From an optimization exercise on the open Yosys and OpenROAD flow, aimed at small area; shortcuts taken in it are not production practice.
Only simulation tests tie the RTL to the original design; equivalence was not proved.
No activity file was given, so power comes from the tool's default toggle rates.

$ cat config.mk
export PLATFORM = sky130hd
export DESIGN_NAME = uart_alu_top
export DESIGN_NICKNAME = uart_alu_top
export VERILOG_FILES = /design/flow/design.v
export SDC_FILE = /design/flow/constraint.sdc
export NUM_CORES = 4
export LEC_CHECK = 0
export CAP_MARGIN = 20
export CORE_MARGIN = 2
export CORE_UTILIZATION = 40
export SLEW_MARGIN = 20
$ cat constraint.sdc
create_clock -name core_clock -period 10.0 [get_ports {clk}]
set_input_delay 2.0000 -clock core_clock [delete_from_list [all_inputs] [get_ports {clk}]]
set_output_delay 2.0000 -clock core_clock [all_outputs]
set_load 0.01 [all_outputs]
$ cat design.v
package uart_alu_pkg;
  localparam int HEADER_BYTES = 4;
  localparam logic [7:0] OP_ECHO  = 8'hEC;
  localparam logic [7:0] OP_ADD32 = 8'hAD;
  localparam logic [7:0] OP_MUL32 = 8'h88;
  typedef enum logic [2:0] {
    ST_IDLE,
    ST_RSV,
    ST_LEN_LO,
    ST_LEN_HI,
    ST_PAYLOAD,
    ST_RESULT
  } state_e;
  function automatic logic [31:0] alu_apply(input logic [7:0]  op,
                                            input logic [31:0] acc,
                                            input logic [31:0] operand);
    alu_apply = (op == OP_MUL32) ? acc * operand : acc + operand;
  endfunction
endpackage
module uart_rx #(
  parameter int PRESCALE   = 33,
  parameter int DATA_WIDTH = 8
) (
  input  logic       clk,
  input  logic       rst,
  input  logic       rxd,
  output logic [DATA_WIDTH-1:0] m_axis_tdata,
  output logic                  m_axis_tvalid,
  input  logic                  m_axis_tready,
  output logic                  m_axis_tuser
);
  localparam int BIT_CYCLES = 8 * PRESCALE;
  localparam int TW         = $clog2(BIT_CYCLES);
  localparam int CW         = $clog2(DATA_WIDTH + 3);
  localparam logic [TW-1:0] BIT_LAST   = TW'(BIT_CYCLES - 1);
  localparam logic [TW-1:0] HALF_LAST  = TW'(BIT_CYCLES / 2 - 1);
  localparam logic [CW-1:0] FRAME_BITS = CW'(DATA_WIDTH + 2);
  localparam logic [CW-1:0] STOP_BIT   = CW'(1);
  logic                  rxd_meta_q, rxd_sync_q, rxd_prev_q;
  logic                  busy_q;
  logic [TW-1:0]         timer_q;
  logic [CW-1:0]         bits_q;
  logic [DATA_WIDTH-1:0] shift_q;
  logic [DATA_WIDTH-1:0] data_q;
  logic                  valid_q;
  logic                  ferr_q;
  assign m_axis_tdata  = data_q;
  assign m_axis_tvalid = valid_q;
  assign m_axis_tuser  = ferr_q;
  always_ff @(posedge clk) begin
    if (rst) begin
      rxd_meta_q <= 1'b1;
      rxd_sync_q <= 1'b1;
      rxd_prev_q <= 1'b1;
      busy_q     <= 1'b0;
      timer_q    <= '0;
      bits_q     <= '0;
      shift_q    <= '0;
      data_q     <= '0;
      valid_q    <= 1'b0;
      ferr_q     <= 1'b0;
    end else begin
      rxd_meta_q <= rxd;
      rxd_sync_q <= rxd_meta_q;
      rxd_prev_q <= rxd_sync_q;
      if (valid_q && m_axis_tready) valid_q <= 1'b0;
      if (!busy_q) begin
        if (rxd_prev_q && !rxd_sync_q) begin
          busy_q  <= 1'b1;
          timer_q <= HALF_LAST;
          bits_q  <= FRAME_BITS;
        end
      end else if (timer_q != '0) begin
        timer_q <= timer_q - 1'b1;
      end else begin
        timer_q <= BIT_LAST;
        if (bits_q == FRAME_BITS) begin
          if (rxd_sync_q) busy_q <= 1'b0;
          else            bits_q <= bits_q - 1'b1;
        end else if (bits_q == STOP_BIT) begin
          busy_q  <= 1'b0;
          data_q  <= shift_q;
          valid_q <= 1'b1;
          ferr_q  <= !rxd_sync_q;
        end else begin
          shift_q <= {rxd_sync_q, shift_q[DATA_WIDTH-1:1]};
          bits_q  <= bits_q - 1'b1;
        end
      end
    end
  end
endmodule
module uart_tx #(
  parameter int PRESCALE   = 33,
  parameter int DATA_WIDTH = 8
) (
  input  logic      clk,
  input  logic      rst,
  input  logic [DATA_WIDTH-1:0] s_axis_tdata,
  input  logic                  s_axis_tvalid,
  output logic                  s_axis_tready,
  input  logic                  s_axis_tuser,
  output logic                  txd
);
  localparam int BIT_CYCLES = 8 * PRESCALE;
  localparam int TW         = $clog2(BIT_CYCLES);
  localparam int CW         = $clog2(DATA_WIDTH + 2);
  localparam logic [TW-1:0] BIT_LAST  = TW'(BIT_CYCLES - 1);
  localparam logic [CW-1:0] SHIFT_LEN = CW'(DATA_WIDTH + 1);
  logic                busy_q;
  logic [TW-1:0]       timer_q;
  logic [CW-1:0]       bits_q;
  logic [DATA_WIDTH:0] shift_q;
  logic                txd_q;
  assign s_axis_tready = !busy_q;
  assign txd           = txd_q;
  always_ff @(posedge clk) begin
    if (rst) begin
      busy_q  <= 1'b0;
      timer_q <= '0;
      bits_q  <= '0;
      shift_q <= '0;
      txd_q   <= 1'b1;
    end else if (!busy_q) begin
      if (s_axis_tvalid) begin
        busy_q  <= 1'b1;
        txd_q   <= 1'b0;
        shift_q <= {1'b1, s_axis_tdata};
        bits_q  <= SHIFT_LEN;
        timer_q <= BIT_LAST;
      end
    end else if (timer_q != '0) begin
      timer_q <= timer_q - 1'b1;
    end else if (bits_q == '0) begin
      busy_q <= 1'b0;
    end else begin
      txd_q   <= shift_q[0];
      shift_q <= {1'b1, shift_q[DATA_WIDTH:1]};
      bits_q  <= bits_q - 1'b1;
      timer_q <= BIT_LAST;
    end
  end
endmodule
module alu_packet_fsm (
  input  logic       clk,
  input  logic       rst,
  input  logic [7:0] rx_axis_tdata,
  input  logic       rx_axis_tvalid,
  output logic       rx_axis_tready,
  input  logic       rx_axis_tuser,
  output logic [7:0] tx_axis_tdata,
  output logic       tx_axis_tvalid,
  input  logic       tx_axis_tready,
  output logic       tx_axis_tuser
);
  uart_alu_pkg::state_e      state_q, state_d;
  logic [7:0]  opcode_q, opcode_d;
  logic [7:0]  len_lo_q, len_lo_d;
  logic [15:0] remain_q, remain_d;
  logic [31:0] word_q, word_d;
  logic [1:0]  byte_idx_q, byte_idx_d;
  logic [31:0] acc_q, acc_d;
  logic [1:0]  res_idx_q, res_idx_d;
  logic [7:0]  out_data_q, out_data_d;
  logic        out_valid_q, out_valid_d;
  logic        rx_ready, rx_good, is_alu;
  logic [15:0] len_w;
  logic [31:0] word_w;
  logic [7:0]  res_byte;
  assign rx_ready       = (state_q != uart_alu_pkg::ST_RESULT) && (!out_valid_q || tx_axis_tready);
  assign rx_axis_tready = rx_ready;
  assign rx_good        = rx_axis_tvalid && rx_ready && !rx_axis_tuser;
  assign is_alu         = (opcode_q == uart_alu_pkg::OP_ADD32) || (opcode_q == uart_alu_pkg::OP_MUL32);
  assign tx_axis_tdata  = out_data_q;
  assign tx_axis_tvalid = out_valid_q;
  assign tx_axis_tuser  = 1'b0;
  always_ff @(posedge clk) begin
    if (rst) begin
      state_q     <= uart_alu_pkg::ST_IDLE;
      opcode_q    <= '0;
      len_lo_q    <= '0;
      remain_q    <= '0;
      word_q      <= '0;
      byte_idx_q  <= '0;
      acc_q       <= '0;
      res_idx_q   <= '0;
      out_data_q  <= '0;
      out_valid_q <= 1'b0;
    end else begin
      state_q     <= state_d;
      opcode_q    <= opcode_d;
      len_lo_q    <= len_lo_d;
      remain_q    <= remain_d;
      word_q      <= word_d;
      byte_idx_q  <= byte_idx_d;
      acc_q       <= acc_d;
      res_idx_q   <= res_idx_d;
      out_data_q  <= out_data_d;
      out_valid_q <= out_valid_d;
    end
  end
  always_comb begin
    state_d     = state_q;
    opcode_d    = opcode_q;
    len_lo_d    = len_lo_q;
    remain_d    = remain_q;
    word_d      = word_q;
    byte_idx_d  = byte_idx_q;
    acc_d       = acc_q;
    res_idx_d   = res_idx_q;
    out_data_d  = out_data_q;
    out_valid_d = out_valid_q;
    len_w    = {rx_axis_tdata, len_lo_q};
    word_w   = word_q | (32'(rx_axis_tdata) << {byte_idx_q, 3'b000});
    res_byte = 8'(acc_q >> {res_idx_q, 3'b000});
    if (out_valid_q && tx_axis_tready) out_valid_d = 1'b0;
    unique case (state_q)
      uart_alu_pkg::ST_IDLE: begin
        if (rx_good) begin
          opcode_d   = rx_axis_tdata;
          acc_d      = (rx_axis_tdata == uart_alu_pkg::OP_MUL32) ? 32'd1 : 32'd0;
          word_d     = '0;
          byte_idx_d = '0;
          state_d    = uart_alu_pkg::ST_RSV;
        end
      end
      uart_alu_pkg::ST_RSV: begin
        if (rx_good) state_d = uart_alu_pkg::ST_LEN_LO;
      end
      uart_alu_pkg::ST_LEN_LO: begin
        if (rx_good) begin
          len_lo_d = rx_axis_tdata;
          state_d  = uart_alu_pkg::ST_LEN_HI;
        end
      end
      uart_alu_pkg::ST_LEN_HI: begin
        if (rx_good) begin
          res_idx_d = '0;
          if (len_w <= 16'(uart_alu_pkg::HEADER_BYTES)) begin
            state_d = is_alu ? uart_alu_pkg::ST_RESULT : uart_alu_pkg::ST_IDLE;
          end else begin
            remain_d = len_w - 16'(uart_alu_pkg::HEADER_BYTES);
            state_d  = uart_alu_pkg::ST_PAYLOAD;
          end
        end
      end
      uart_alu_pkg::ST_PAYLOAD: begin
        if (rx_good) begin
          remain_d = remain_q - 1'b1;
          if (opcode_q == uart_alu_pkg::OP_ECHO) begin
            out_data_d  = rx_axis_tdata;
            out_valid_d = 1'b1;
          end
          if (byte_idx_q == 2'd3 || remain_q == 16'd1) begin
            acc_d      = uart_alu_pkg::alu_apply(opcode_q, acc_q, word_w);
            word_d     = '0;
            byte_idx_d = '0;
          end else begin
            word_d     = word_w;
            byte_idx_d = byte_idx_q + 1'b1;
          end
          if (remain_q == 16'd1) begin
            res_idx_d = '0;
            state_d   = is_alu ? uart_alu_pkg::ST_RESULT : uart_alu_pkg::ST_IDLE;
          end
        end
      end
      uart_alu_pkg::ST_RESULT: begin
        if (!out_valid_q || tx_axis_tready) begin
          out_data_d  = res_byte;
          out_valid_d = 1'b1;
          res_idx_d   = res_idx_q + 1'b1;
          if (res_idx_q == 2'd3) state_d = uart_alu_pkg::ST_IDLE;
        end
      end
      default: state_d = uart_alu_pkg::ST_IDLE;
    endcase
  end
endmodule
module uart_alu_top #(
  parameter int PRESCALE   = 33,
  parameter int DATA_WIDTH = 8
) (
  input  logic clk,
  input  logic rst,
  input  logic rxd,
  output logic txd
);
  logic [DATA_WIDTH-1:0] rx_axis_tdata,  tx_axis_tdata;
  logic                  rx_axis_tvalid, tx_axis_tvalid;
  logic                  rx_axis_tready, tx_axis_tready;
  logic                  rx_axis_tuser,  tx_axis_tuser;
  uart_rx #(
    .PRESCALE  (PRESCALE),
    .DATA_WIDTH(DATA_WIDTH)
  ) u_rx (
    .clk          (clk),
    .rst          (rst),
    .rxd          (rxd),
    .m_axis_tdata (rx_axis_tdata),
    .m_axis_tvalid(rx_axis_tvalid),
    .m_axis_tready(rx_axis_tready),
    .m_axis_tuser (rx_axis_tuser)
  );
  alu_packet_fsm u_fsm (
    .clk           (clk),
    .rst           (rst),
    .rx_axis_tdata (rx_axis_tdata),
    .rx_axis_tvalid(rx_axis_tvalid),
    .rx_axis_tready(rx_axis_tready),
    .rx_axis_tuser (rx_axis_tuser),
    .tx_axis_tdata (tx_axis_tdata),
    .tx_axis_tvalid(tx_axis_tvalid),
    .tx_axis_tready(tx_axis_tready),
    .tx_axis_tuser (tx_axis_tuser)
  );
  uart_tx #(
    .PRESCALE  (PRESCALE),
    .DATA_WIDTH(DATA_WIDTH)
  ) u_tx (
    .clk          (clk),
    .rst          (rst),
    .s_axis_tdata (tx_axis_tdata),
    .s_axis_tvalid(tx_axis_tvalid),
    .s_axis_tready(tx_axis_tready),
    .s_axis_tuser (tx_axis_tuser),
    .txd          (txd)
  );
endmodule
$ cat run.sh
#!/bin/bash
# synth_recipe.tcl (not shown) runs the flow's synth.tcl, then flattens the netlist and writes it again
# the make line also repeats each setting of config.mk as NAME=value (left out here)
make -C /OpenROAD-flow-scripts/flow DESIGN_CONFIG=/design/flow/config.mk WORK_HOME=/design/flow/orfs CLKGATE_MAP_FILE= SYNTH_SCRIPT=/design/flow/synth_recipe.tcl finish
==> results.cfg <==
[clock_network]
cts_made_buffers = 17
cts_resized = 0
htreeDepth = 4
cts_sinks = 171
clockBufferDepth = 2
root_buffer = clkbuf_16
cts_tree = built
clkTransAtPathRegs_ps = 80
hold_buffers = 0
insertion_delay_ps = 440
post-cts-setup-buffers = 0

[routing]
drt_pass1_iterations = 7
dr.first_iter.drc_count = 1589
final_antenna_net_count = 0
routed_via_density = 5.45
avgRoutedWirePerCell_um = 20.2
drc_errors = 0
finalWirelength_um = 73400
vias = 19800

[final_layout]
mostFrequentLayoutCells = 411 x inv_1, 409 x fa_1, 304 x nand2_1
instances_no_fill = 3633
fill_cells = 6052
area_growth_pct = 5.47
layout_commonest_cell = inv_1
multi_input_area_um2 = 19500
drive_gt1_frac = 0.0390
fin_nets = 3359
regArea_um2 = 3430

[worst_setup_path]
setup.worst_path.end_class = flip-flop
arrival_ps = 9130
cp_common_cell = fa_1
critical_path.max_stage_delay_ps = 860
required_ps = 10370
crit_slowest_cell = inv_1
crit_type = flip-flop to flip-flop
critPathMaxFanout = 25
startpoint_type = flip-flop

[yosys]
yosys.cell_types.count = 74
syn_nets = 3463
synth_seq_cells = 171
yosys.area_share.simple = 0.192
synthAdderAreaFrac = 0.410
synth-warning-count = 3
yosysSeqAreaShare = 0.137
synth.mux.area_fraction = 0.0240
synth_compound_gate_area_share = 0.104
synth_flop_cell = dfxtp_1
synthXorXnorAreaFrac = 0.0466
async_flop_share = 0
syn_inst = 2885
synth_top_family_by_area = adder cells
synth_area_um2 = 25100
synth_edf_count = 0
syn_avg_cell_area_um2 = 8.68

[placed_design]
place.detailed.hpwl_um = 53100
dp.cells = 3599
portBuffers = 3
gp_congestion = 0.921

[pwr]
power.total_uw = 1420
p_leak_uw = 0.0123
p_per_area_nw_per_um2 = 53.7
ir_drop_mv = 0.115

[global_route]
grt_usage = 0.235
gr-total-overflow = 0
antenna_found_initial = 0
grt_max_degree = 81
grt_pass1_wl_um = 117000
grt_pass1_vias = 20800

[timing]
clock_skew_ps = 18.2
max_freq_mhz = 114
period_minus_slack_ps = 8760
grt_setup_unrepaired = false
finalCritPeriodShare = 0.876
finalHoldViolCount = 0
relSlewSlack = 0.216
tightest_slew_ps = 1170
finalSetupViolCount = 0
setup_tns_ps = 0
slew_viol_final = 0

[run]
drv_cap = 0

[floorplan]
initial_core_util = 0.405
num_rows = 91
die_x_um = 254
core_area_um2 = 61800
io-pin-count = 4
die_h_um = 254
dieArea_um2 = 64700

[min_path]
hp-class = flip-flop to flip-flop

[run_status]
status = complete, no violations
==> Yosys cell counts (4+ instances only) <==
cell | instances | share of area
ha_1 | 166 | 0.083
o21bai_1 | 6 | 0.0018
or2_2 | 8 | 0.0020
a22o_1 | 7 | 0.0024
a211o_1 | 5 | 0.0017
nor3b_1 | 7 | 0.0021
dfxtp_1 | 171 | 0.14
clkbuf_1 | 138 | 0.021
nor4_1 | 8 | 0.0020
mux4_2 | 8 | 0.0072
o21ai_0 | 93 | 0.019
xnor3_1 | 6 | 0.0054
and2_1 | 303 | 0.076
nand3b_1 | 6 | 0.0018
nor2_1 | 206 | 0.031
buf_2 | 7 | 0.0014
nand2_1 | 304 | 0.046
buf_1 | 14 | 0.0021
nand3_1 | 23 | 0.0046
o21ai_1 | 4 | 0.00080
xor2_1 | 36 | 0.013
a21o_1 | 49 | 0.015
a22oi_1 | 21 | 0.0063
nor2b_1 | 12 | 0.0030
a31oi_1 | 11 | 0.0027
and3_1 | 4 | 0.0010
fa_1 | 409 | 0.33
a211oi_1 | 29 | 0.0087
nand4_1 | 5 | 0.0012
nand2b_1 | 7 | 0.0017
or3_1 | 16 | 0.0040
o21a_1 | 12 | 0.0036
mux2i_1 | 41 | 0.016
xnor2_1 | 82 | 0.029
o22ai_1 | 6 | 0.0015
a21oi_1 | 124 | 0.025
o211ai_1 | 8 | 0.0024
o31ai_1 | 8 | 0.0024
nor3_1 | 54 | 0.011
inv_1 | 411 | 0.062
==> registers in the layout, summed over array words and instances (netlist names), 2 cells and up <==
register / cells
u_fsm.res_idx_q: 2
u_rx.shift_q: 8
u_tx.timer_q: 9
u_fsm.state_q: 3
u_tx.shift_q: 9
u_fsm.out_data_q: 8
u_fsm.acc_q: 32
u_fsm.word_q: 32
u_rx.bits_q: 4
u_fsm.byte_idx_q: 2
u_fsm.opcode_q: 8
u_rx.timer_q: 9
u_fsm.len_lo_q: 8
u_fsm.remain_q: 16
u_tx.bits_q: 4
u_rx.data_q: 8
==> worst max-delay path, delay by kind of cell, from the launching register on <==
family                     cells  cell delay (ps)
buffers and inverters          3              960
DFF                            1              670
adders and majority gates      9             4320
and+or+nand+nor                6              990
AOI/OAI and AO/OA              6             1570
xor gates and xnor gates       1              180
==> per-layer routing <==
layer  routed length (µm)  GRT usage
met3                 4770     0.0295
met2                34900      0.391
met4                 2280     0.0739
met1                31500      0.318
met5                    0          0
==> worst paths after layout <==
path	from	endpoint	slack (ps)	depth (start not counted)
setup / recovery	u_rx.data_q[5]	u_fsm.acc_q[31]	1240	25
setup reg to reg	u_rx.data_q[5]	u_fsm.acc_q[31]	1240	25
hold / removal	u_rx.rxd_meta_q	u_rx.rxd_sync_q	420	1
hold reg to reg	u_rx.rxd_meta_q	u_rx.rxd_sync_q	420	1
==> layout make-up <==
| cell class | count | share of cell area |
|---|---|---|
| Tap cell | 837 | 0.0396 |
| Multi-Input combinational cell | 2142 | 0.738 |
| Antenna cell | 2 | 0.000189 |
| Inverter | 411 | 0.0584 |
| Clock inverter | 15 | 0.00724 |
| Clock buffer | 17 | 0.0161 |
| Sequential cell | 171 | 0.130 |
| Timing Repair Buffer | 38 | 0.0110 |
==> per-stage QoR <==
step / cell area [µm²] / hold slack, ps / util / setup WS, ps
after CTS: 26400 / 427 / 0.427 / 1110
final: 26400 / 418 / 0.427 / 1240
after global routing: 26400 / 462 / 0.427 / 883
after detailed placement: 25800 / 402 / 0.417 / 1130
after global placement: 25800 / 411 / 0.417 / 1250
after floorplan: 25100 / 389 / - / 2730
==> cell families (layout without fill, tap and decap cells) <==
logic type / after synthesis / count (layout)
xor gates and xnor gates: 124 / 124
buffers and inverters: 572 / 481
AOI/OAI and AO/OA: 415 / 415
adders and majority gates: 575 / 575
DFF: 171 / 171
other: 0 / 2
and+or+nand+nor: 978 / 978
muxes: 50 / 50
==> power by group <==
group	leakage [µW]	internal, µW	switching [µW]
Sequential	0.00138	685	5.45
Clock	0.000298	343	343
Combinational	0.0106	13.4	29.9

-- port drivers added, routing unchanged --
Ports are ideal in the flow. The routed layout listed here was re-timed in OpenROAD.
Step 1 assumes that a clkbuf_16 drives the clock port and a buf_2 every other input.
Step 2 adds t to the input delays and takes it off the output delays; t is the mean of the earliest and latest rising clock arrival at the registers after step 1. Input paths then give back, and output paths get back, about the clock's delay inside the block.
Slacks: ideal ports / drivers / drivers and shift; pairs: ideal ports / drivers.
shift t [ns]: 0.476
setup slack, ns: 1.242 / 1.242 / 1.242
hold slack, ns: 0.418 / 0.418 / 0.418
worst setup path at the end: register to register
clock arrival spread, ns: 0.018 / 0.018
After both steps this run still meets setup and hold. The setup slack of this run moves by 0.000 ns with the drivers and by 0.000 ns with both steps.
